Source: an optimization exercise on an open RTL-to-GDS flow (aim: a short achievable clock period and few clock cycles). Production flows keep margins and buffers that such runs may drop. Only simulation tests tie the RTL to the original design; equivalence was not proved. Power figures rest on the tool's default switching activity, not on a simulated workload.

==> flow/design.v <==
`timescale 1ns/10ps
module dcache_top (
    input  logic        clk,
    input  logic        resetn,
    input  logic        cpu_req_i,
    input  logic        cpu_we_i,
    input  logic [15:0] cpu_adr_i,
    input  logic [31:0] cpu_dat_i,
    input  logic [3:0]  cpu_sel_i,
    output logic        cpu_ack_o,
    output logic [31:0] cpu_dat_o,
    input  logic        mem_ready_i,
    input  logic        mem_wb_ack_i,
    input  logic        mem_rsp_valid_i,
    input  logic        mem_rsp_type_i,
    input  logic [31:0] mem_rsp_data_i,
    output logic        mem_rsp_ack_o,
    output logic        mem_req_valid_o,
    output logic [1:0]  mem_req_type_o,
    output logic [15:0] mem_req_adr_o,
    output logic [31:0] mem_req_data_o
);
    localparam logic [1:0] T_READ  = 2'd0;
    localparam logic [1:0] T_WB    = 2'd1;
    localparam logic [1:0] T_EVICT = 2'd2;
    localparam logic [2:0] J_IDLE  = 3'd0;
    localparam logic [2:0] J_WBREQ = 3'd1;
    localparam logic [2:0] J_BEAT  = 3'd2;
    localparam logic [2:0] J_EVREQ = 3'd3;
    localparam logic [2:0] J_RDREQ = 3'd4;
    localparam logic [2:0] J_RSP   = 3'd5;
    localparam logic [2:0] J_FILL  = 3'd6;
    logic [31:0][7:0]   tag_q;
    logic [31:0]        valid_q;
    logic [31:0]        dirty_q;
    logic [15:0]        ptr_q;
    logic [31:0][127:0] line_q;
    logic               ack_q;
    logic [31:0]        dat_q;
    logic               r_valid;
    logic               r_we;
    logic               r_lbm;       
    logic [15:0]        r_adr;
    logic [31:0]        r_dat;
    logic [3:0]         r_sel;
    logic [15:0]        r_soh;       
    logic [31:0]        r_match;     
    logic               lb_valid;
    logic [7:0]         lb_tag;
    logic [3:0]         lb_set;
    logic               lb_way;
    logic [3:0][31:0]   lb_dat;
    logic [3:0]         lb_arr;      
    logic [3:0][3:0]    lb_mask;     
    logic [3:0]         lb_cp;       
    logic [2:0]         js;
    logic [1:0]         jcnt;
    logic [11:0]        j_line;      
    logic [2:0][31:0]   wb_rest;     
    logic               m_valid;
    logic [1:0]         m_type;
    logic [11:0]        m_line;
    logic [31:0]        m_data;
    assign cpu_ack_o       = ack_q;
    assign cpu_dat_o       = dat_q;
    assign mem_rsp_ack_o   = 1'b1;
    assign mem_req_valid_o = m_valid;
    assign mem_req_type_o  = m_type;
    assign mem_req_adr_o   = {m_line, 4'b0000};
    assign mem_req_data_o  = m_data;
    logic        capture;
    logic        in_lbm;
    logic        fast_ld;
    logic [15:0] in_soh;
    logic [31:0] in_match;
    assign capture = cpu_req_i && !ack_q && !r_valid;
    assign in_lbm  = lb_valid && (cpu_adr_i[15:4] == {lb_tag, lb_set});
    assign fast_ld = capture && !cpu_we_i && in_lbm && lb_arr[cpu_adr_i[3:2]];
    always_comb begin
        for (int s = 0; s < 16; s++) begin
            in_soh[s] = (cpu_adr_i[7:4] == s);
        end
        for (int l = 0; l < 32; l++) begin
            in_match[l] = valid_q[l] && (tag_q[l] == cpu_adr_i[15:8]);
        end
    end
    logic [3:0]   r_set;
    logic [1:0]   r_word;
    logic [7:0]   r_tag;
    logic [1:0]   hitw;
    logic [127:0] set_line0, set_line1;
    logic [7:0]   set_tag0, set_tag1;
    logic [1:0]   set_valid, set_dirty;
    logic         set_ptr;
    assign r_set  = r_adr[7:4];
    assign r_word = r_adr[3:2];
    assign r_tag  = r_adr[15:8];
    always_comb begin
        hitw      = '0;
        set_line0 = '0;
        set_line1 = '0;
        set_tag0  = '0;
        set_tag1  = '0;
        set_valid = '0;
        set_dirty = '0;
        set_ptr   = 1'b0;
        for (int s = 0; s < 16; s++) begin
            hitw[0]   = hitw[0]   | (r_soh[s] & r_match[2*s]);
            hitw[1]   = hitw[1]   | (r_soh[s] & r_match[2*s+1]);
            set_line0 = set_line0 | ({128{r_soh[s]}} & line_q[2*s]);
            set_line1 = set_line1 | ({128{r_soh[s]}} & line_q[2*s+1]);
            set_tag0  = set_tag0  | ({8{r_soh[s]}} & tag_q[2*s]);
            set_tag1  = set_tag1  | ({8{r_soh[s]}} & tag_q[2*s+1]);
            set_valid = set_valid | ({2{r_soh[s]}} & valid_q[2*s +: 2]);
            set_dirty = set_dirty | ({2{r_soh[s]}} & dirty_q[2*s +: 2]);
            set_ptr   = set_ptr   | (r_soh[s] & ptr_q[s]);
        end
    end
    logic         hit;
    logic         hway;
    logic [127:0] hline;
    logic [31:0]  hword;
    logic         vway;
    logic         vvalid;
    logic         vdirty;
    logic [7:0]   vtag;
    logic         victim_lb;
    logic [127:0] vline;
    assign hit    = |hitw;
    assign hway   = hitw[1];
    assign hline  = hway ? set_line1 : set_line0;
    assign hword  = hline[32*r_word +: 32];
    assign vway      = set_ptr;
    assign vvalid    = set_valid[vway];
    assign vdirty    = set_dirty[vway];
    assign vtag      = vway ? set_tag1 : set_tag0;
    assign victim_lb = lb_valid && (lb_set == r_set) && (lb_way == vway);
    assign vline     = victim_lb ? lb_dat : (vway ? set_line1 : set_line0);
    logic       busy;
    logic       fill_now;
    logic [1:0] fill_word;
    assign busy      = (js != J_IDLE);
    assign fill_now  = (js == J_FILL) || ((js == J_RSP) && mem_rsp_valid_i);
    assign fill_word = (js == J_FILL) ? jcnt : 2'd0;
    logic s_lb_st, s_lb_ld, s_hit_ld, s_switch, s_miss, r_done;
    assign s_lb_st  = r_valid && r_lbm && r_we;
    assign s_lb_ld  = r_valid && r_lbm && !r_we &&
                      (lb_arr[r_word] || (fill_now && (fill_word == r_word)));
    assign s_hit_ld = r_valid && !r_lbm && hit && !r_we;
    assign s_switch = r_valid && !r_lbm && hit && !busy;
    assign s_miss   = r_valid && !r_lbm && !hit && !busy;
    assign r_done   = s_lb_st || s_lb_ld || s_hit_ld || s_switch || (s_miss && r_we);
    logic [31:0] lb_word_fwd;
    always_comb begin
        for (int b = 0; b < 4; b++) begin
            lb_word_fwd[8*b +: 8] = (lb_arr[r_word] || lb_mask[r_word][b]) ?
                                    lb_dat[r_word][8*b +: 8] : mem_rsp_data_i[8*b +: 8];
        end
    end
    always_ff @(posedge clk) begin
        if (!resetn) begin
            ack_q   <= 1'b0;
            r_valid <= 1'b0;
        end else begin
            ack_q   <= fast_ld || (capture && cpu_we_i) || s_lb_ld || s_hit_ld;
            r_valid <= (capture && !fast_ld) || (r_valid && !r_done);
        end
    end
    always_ff @(posedge clk) begin
        if (!r_valid) begin
            r_we    <= cpu_we_i;
            r_adr   <= cpu_adr_i;
            r_dat   <= cpu_dat_i;
            r_sel   <= cpu_sel_i;
            r_lbm   <= in_lbm;
            r_soh   <= in_soh;
            r_match <= in_match;
        end else if (s_miss) begin
            r_lbm   <= 1'b1;
        end
        if (!r_valid) begin
            dat_q <= lb_dat[cpu_adr_i[3:2]];
        end else if (r_lbm) begin
            dat_q <= lb_word_fwd;
        end else begin
            dat_q <= hword;
        end
    end
    logic [3:0][31:0] lb_load;
    always_comb begin
        for (int w = 0; w < 4; w++) begin
            for (int b = 0; b < 4; b++) begin
                lb_load[w][8*b +: 8] = (r_we && (r_word == w) && r_sel[b]) ?
                                       r_dat[8*b +: 8] : hline[32*w + 8*b +: 8];
            end
        end
    end
    always_ff @(posedge clk) begin
        for (int w = 0; w < 4; w++) begin
            for (int b = 0; b < 4; b++) begin
                if (s_switch || s_miss) begin
                    lb_dat[w][8*b +: 8] <= lb_load[w][8*b +: 8];
                end else if (s_lb_st && (r_word == w) && r_sel[b]) begin
                    lb_dat[w][8*b +: 8] <= r_dat[8*b +: 8];
                end else if (fill_now && (fill_word == w) && !lb_mask[w][b]) begin
                    lb_dat[w][8*b +: 8] <= mem_rsp_data_i[8*b +: 8];
                end
            end
        end
        if (s_switch || s_miss) begin
            lb_tag <= r_tag;
            lb_set <= r_set;
            lb_way <= s_miss ? vway : hway;
        end
    end
    always_ff @(posedge clk) begin
        if (!resetn) begin
            lb_valid <= 1'b0;
            lb_cp    <= '0;
            lb_arr   <= '0;
            lb_mask  <= '0;
        end else begin
            lb_cp <= '0;
            if (s_switch) begin
                lb_valid <= 1'b1;
                lb_arr   <= 4'b1111;
                lb_mask  <= '0;
                if (r_we) lb_cp[r_word] <= 1'b1;
            end else if (s_miss) begin
                lb_valid <= 1'b1;
                lb_arr   <= 4'b0000;
                lb_mask  <= '0;
                if (r_we) lb_mask[r_word] <= r_sel;
            end else begin
                if (s_lb_st) begin
                    lb_cp[r_word]   <= 1'b1;
                    lb_mask[r_word] <= lb_mask[r_word] | r_sel;
                end
                if (fill_now) begin
                    lb_cp[fill_word]  <= 1'b1;
                    lb_arr[fill_word] <= 1'b1;
                end
            end
        end
    end
    always_ff @(posedge clk) begin
        for (int l = 0; l < 32; l++) begin
            for (int w = 0; w < 4; w++) begin
                if (lb_cp[w] && ({lb_set, lb_way} == l)) begin
                    line_q[l][32*w +: 32] <= lb_dat[w];
                end
            end
        end
    end
    always_ff @(posedge clk) begin
        if (!resetn) begin
            tag_q   <= '0;
            valid_q <= '0;
            dirty_q <= '0;
            ptr_q   <= '0;
        end else begin
            if (s_miss) begin
                tag_q[{r_set, vway}]   <= r_tag;
                valid_q[{r_set, vway}] <= 1'b1;
                dirty_q[{r_set, vway}] <= r_we;
                ptr_q[r_set]           <= !vway;
            end
            if (s_switch && r_we) begin
                dirty_q[{r_set, hway}] <= 1'b1;
            end
            if (s_lb_st) begin
                dirty_q[{lb_set, lb_way}] <= 1'b1;
            end
        end
    end
    always_ff @(posedge clk) begin
        if (!resetn) begin
            js      <= J_IDLE;
            m_valid <= 1'b0;
        end else begin
            case (js)
                J_IDLE: begin
                    if (s_miss) begin
                        m_valid <= 1'b1;
                        if (vvalid && vdirty) begin
                            m_type <= T_WB;
                            m_line <= {vtag, r_set};
                            js     <= J_WBREQ;
                        end else if (vvalid) begin
                            m_type <= T_EVICT;
                            m_line <= {vtag, r_set};
                            js     <= J_EVREQ;
                        end else begin
                            m_type <= T_READ;
                            m_line <= r_adr[15:4];
                            js     <= J_RDREQ;
                        end
                    end
                end
                J_WBREQ: begin
                    if (mem_ready_i) begin
                        js   <= J_BEAT;
                        jcnt <= 2'd0;
                    end
                end
                J_BEAT: begin
                    jcnt <= jcnt + 2'd1;
                    if (jcnt == 2'd3) begin
                        m_type <= T_READ;
                        m_line <= j_line;
                        js     <= J_RDREQ;
                    end
                end
                J_EVREQ: begin
                    if (mem_ready_i) begin
                        m_type <= T_READ;
                        m_line <= j_line;
                        js     <= J_RDREQ;
                    end
                end
                J_RDREQ: begin
                    if (mem_ready_i) begin
                        m_valid <= 1'b0;
                        js      <= J_RSP;
                    end
                end
                J_RSP: begin
                    if (mem_rsp_valid_i) begin
                        js   <= J_FILL;
                        jcnt <= 2'd1;
                    end
                end
                J_FILL: begin
                    jcnt <= jcnt + 2'd1;
                    if (jcnt == 2'd3) begin
                        js <= J_IDLE;
                    end
                end
                default: begin
                    js <= J_IDLE;
                end
            endcase
        end
    end
    always_ff @(posedge clk) begin
        if (js == J_IDLE) begin
            j_line  <= r_adr[15:4];
            m_data  <= vline[31:0];
            wb_rest <= vline[127:32];
        end else if (js == J_BEAT) begin
            m_data  <= wb_rest[0];
            wb_rest <= {32'd0, wb_rest[2:1]};
        end
    end
endmodule
==> flow/run.sh <==
#!/bin/bash
# synth_recipe.tcl (not shown) runs the flow's synth.tcl, then flattens the netlist and writes it again
# the make line also repeats each setting of config.mk as NAME=value (left out here)
make -C /OpenROAD-flow-scripts/flow DESIGN_CONFIG=/design/flow/config.mk WORK_HOME=/design/flow/orfs CLKGATE_MAP_FILE= SYNTH_SCRIPT=/design/flow/synth_recipe.tcl finish
==> flow/config.mk <==
export PLATFORM = sky130hd
export DESIGN_NAME = dcache_top
export DESIGN_NICKNAME = dcache_top
export VERILOG_FILES = /design/flow/design.v
export SDC_FILE = /design/flow/constraint.sdc
export NUM_CORES = 4
export LEC_CHECK = 0
export ABC_CLOCK_PERIOD_IN_PS = 2500
export CAP_MARGIN = 20
export CORE_MARGIN = 2
export CORE_UTILIZATION = 40
export PLACE_DENSITY = 0.6
export SETUP_SLACK_MARGIN = 5
export SLEW_MARGIN = 20
export TNS_END_PERCENT = 100
==> flow/constraint.sdc <==
create_clock -name core_clock -period 8.0 [get_ports {clk}]
set_input_delay 1.6000 -clock core_clock [delete_from_list [all_inputs] [get_ports {clk}]]
set_output_delay 1.6000 -clock core_clock [all_outputs]
set_load 0.01 [all_outputs]
==> notes.md <==
status complete, no violations; Post-Syn Area per Cell 15.8 sq um; max frequency 267 MHz; Post-DRT Antenna Nets 0; hold slack 0.491 ns; first-pass GRT wire length 1050000 microns; Final period util 0.468; via count of the routed design 134000; drt drc 0; WS Path Type reg -> out; setup violators final 0; register area 143000 sq um; largest net degree at the start of global routing 129; # fillers 38500; Worst Setup SP m_data[31]; Post-CTS Hold Fix Bufs 0; row count 253; synthesized flop and latch total 4892; clk slew on worst S/H paths 0.06 ns; Critical Path Start Type register; H-tree depth 6; RePlAce Congestion 0.994; crit path cell chain buf_2; Core Region 474000 sq um; DRT iter0 DRCs 24400; Seq/Total Area, Yosys 0.752; Final Slew Violations 0; Port Buffers 167; initial antenna violation count 99; WL/cell 40.0 microns; DIE AREA 480000 sq um; CTS root buffer clkbuf_16; Max transition margin 0.256; area of the multi-input gates 51800 sq um; CP bufs+invs 1; Final Skew 0.0736 ns; synthesized area 190000 sq um; CTS max path bufs 4; RSZ-0062 raised after global routing true; Final nets 13100; share of cells above drive strength 1 0.243; YS warnings 1; Die Ht 693 microns; CTS tree done; hold crit path type reg -> reg; CTS sink count 4892; critical path's largest stage delay 0.79 ns; reg2reg start r_soh[12]; hold_sp tag_q[79]; Tightest Pin Transition 1.12 ns; crit path DAT 2.15 ns; critical path's slowest cell edfxtp_1; Initial Util 0.401; Lkg Pwr 0.0776 uW; Die X-Extent 693 microns; GRT Total Usage 0.314; Layout area overhead 24.1%; Pwr per Cell Area 290 nW/um^2; Top Family by Delay on Critical Path flip-flops; DRT Wirelength 789000 microns; worst-path fanout max 1; Sum Neg Setup Slack 0 ns; Async SR Flop Fraction 0; Final Hold Vio Count 0; Post-synth EDFFs 4493; IO Pins 177; DRT Pass-1 Iters 14; Synth Flop Type edfxtp_1; CTS buffer count 522; Cells after Synth 12000; power consumption 68300 uW; Worst setup EP type output port; crit path time final 3.75 ns; VDD IR max 324 uV; vias in the first global route 122000; GRT Residual Overflow 0; Worst-Skew Late Latency 1.13 ns; Worst EP required 6.40 ns; Max-Cap Viols 0; Vias/cell 6.77; HPWL Detailed 404000 microns; distinct cell type count after synthesis 88
## cell type report
cell class                      count  share of cell area
Antenna cell                       74            0.000786
Clock buffer                      691              0.0595
Clock inverter                    239             0.00888
Inverter                          128             0.00239
Multi-Input combinational cell   6166               0.220
Sequential cell                  4892               0.607
Tap cell                         6247              0.0332
Timing Repair Buffer             1294              0.0685
Timing Repair inverter              5            0.000234
## sequential cells by signal, indices dropped and copies added, names as in the netlist, 14 cells and up
name     cells
dat_q       32
dirty_q     32
lb_dat     128
lb_mask     16
line_q    4096
m_data      32
ptr_q       16
r_adr       14
r_dat       32
r_match     32
r_soh       16
tag_q      256
valid_q     32
wb_rest     96
## worst min-delay path: cells and delay by family, from the launching register on
kind	cells	cell delay, ns
AO/OA/AOI/OAI	1	0.04
AND/OR/NAND/NOR	1	0.07
flip-flops	1	0.34
## cell usage in the layout (no fill, tap or decap), drive strengths merged, types with 59 or more instances in the layout
| cell type | instances |
|---|---|
| a21oi | 160 |
| a221oi | 508 |
| a222oi | 96 |
| a22o | 580 |
| a22oi | 1252 |
| a31oi | 127 |
| and3 | 164 |
| and4 | 120 |
| buf | 1172 |
| clkbuf | 703 |
| clkdlybuf4s50 | 75 |
| clkinv | 189 |
| dfxtp | 399 |
| diode | 74 |
| edfxtp | 4493 |
| inv | 158 |
| mux2i | 216 |
| mux4 | 70 |
| nand2 | 930 |
| nand3 | 249 |
| nand4 | 188 |
| nor2 | 391 |
| nor3 | 195 |
| nor4 | 59 |
| o21ai | 111 |
| o22ai | 59 |
| xnor2 | 155 |
| xor2 | 128 |
## cells in the mapped netlist, drive strengths merged, types with 70 or more instances
library cell	n	area, sq um
mux2i	216	2160
xnor2	155	1360
buf	222	987
and4	120	1050
a21oi	160	812
nor2	391	1470
nand3	249	1260
inv	125	469
xor2	128	1120
nand2	930	3500
dfxtp	399	7990
a31oi	127	807
mux4	70	1580
nor3	195	1050
a22oi	1252	9410
clkbuf	635	2380
edfxtp	4493	135000
o21ai	110	554
a22o	580	5080
a221oi	508	4470
a222oi	96	961
and3	164	1030
nand4	188	1180
## timing repair
item,CTS,global route
buffers inserted,368,154
setup endpoints to repair,3150,2239
gates cloned,109,10
pin swaps,361,325
resized for setup,1967,606
## worst paths after layout
| kind | to | slack [ns] | cells after the start |
|---|---|---|---|
| worst min-delay path | tag_q[79] | 0.49 | 2 |
| worst max-delay path | mem_req_data_o[31] | 4.25 | 1 |
| worst max register to register | dat_q[31] | 4.32 | 14 |
| worst min register to register | tag_q[79] | 0.49 | 2 |
## per-layer routing
| metal | track usage | routed length [microns] |
|---|---|---|
| met1 | 0.400 | 273000 |
| met2 | 0.454 | 335000 |
| met3 | 0.113 | 119000 |
| met4 | 0.203 | 61500 |
| met5 | 0 | 723 |
## through the flow
step | utilization | cells | worst slack, ns | area (sq um)
after floorplan | - | 12000 | 4.35 | 191000
after global placement | 0.424 | 18100 | 2.75 | 201000
after detailed placement | 0.424 | 18100 | 2.62 | 201000
after CTS | 0.487 | 19500 | 4.27 | 231000
after global routing | 0.497 | 19700 | 4.19 | 236000
final | 0.497 | 19700 | 4.25 | 236000
## cell families (layout without fill, tap and decap cells)
group | Yosys count | count (layout) | share of synthesized area
flops | 4892 | 4892 | 0.752
mux | 320 | 321 | 0.0217
compound gates | 3123 | 3124 | 0.129
fa+ha+maj | 25 | 25 | 0.00165
other cells | 2 | 79 | 0.0000395
buf+inv | 985 | 2357 | 0.0203
simple gates | 2402 | 2408 | 0.0617
xor+xnor | 283 | 283 | 0.0131
## where the power goes
part / leakage [uW] / internal [uW] / switching [uW]
combinational: 0.0259 / 4760 / 9900
clock: 0.00781 / 12900 / 10400
sequential: 0.0439 / 29600 / 668
total: 0.0776 / 47300 / 21000
Testbench counts, summed over its fixed seeds: cycles 79,204.

==> afterwards: timing with drivers on the ports <==
How much do the figures lean on ideal ports? The routed layout below was timed once more, with nothing changed but the port constraints.
Step 1 (the two cells are an assumption about what drives the block):
set clk [get_ports {clk}]
set_driving_cell -lib_cell sky130_fd_sc_hd__clkbuf_16 $clk
set_driving_cell -lib_cell sky130_fd_sc_hd__buf_2 [delete_from_list [all_inputs] $clk]
Step 2, shift: input delay + t, output delay - t, t = (earliest + latest rising clock arrival at the registers) / 2. This alone moves slack from input paths to output paths.
Three values: no drivers, after step 1, after step 2; two values: the first two.
t, ns: 1.212
setup slack, ns: 4.253 / 4.139 / 3.777
cell pins on the clock port's net: 1
After both steps this run still meets setup and hold. The setup slack of this run moves by -0.114 ns with the drivers and by -0.476 ns with both steps.
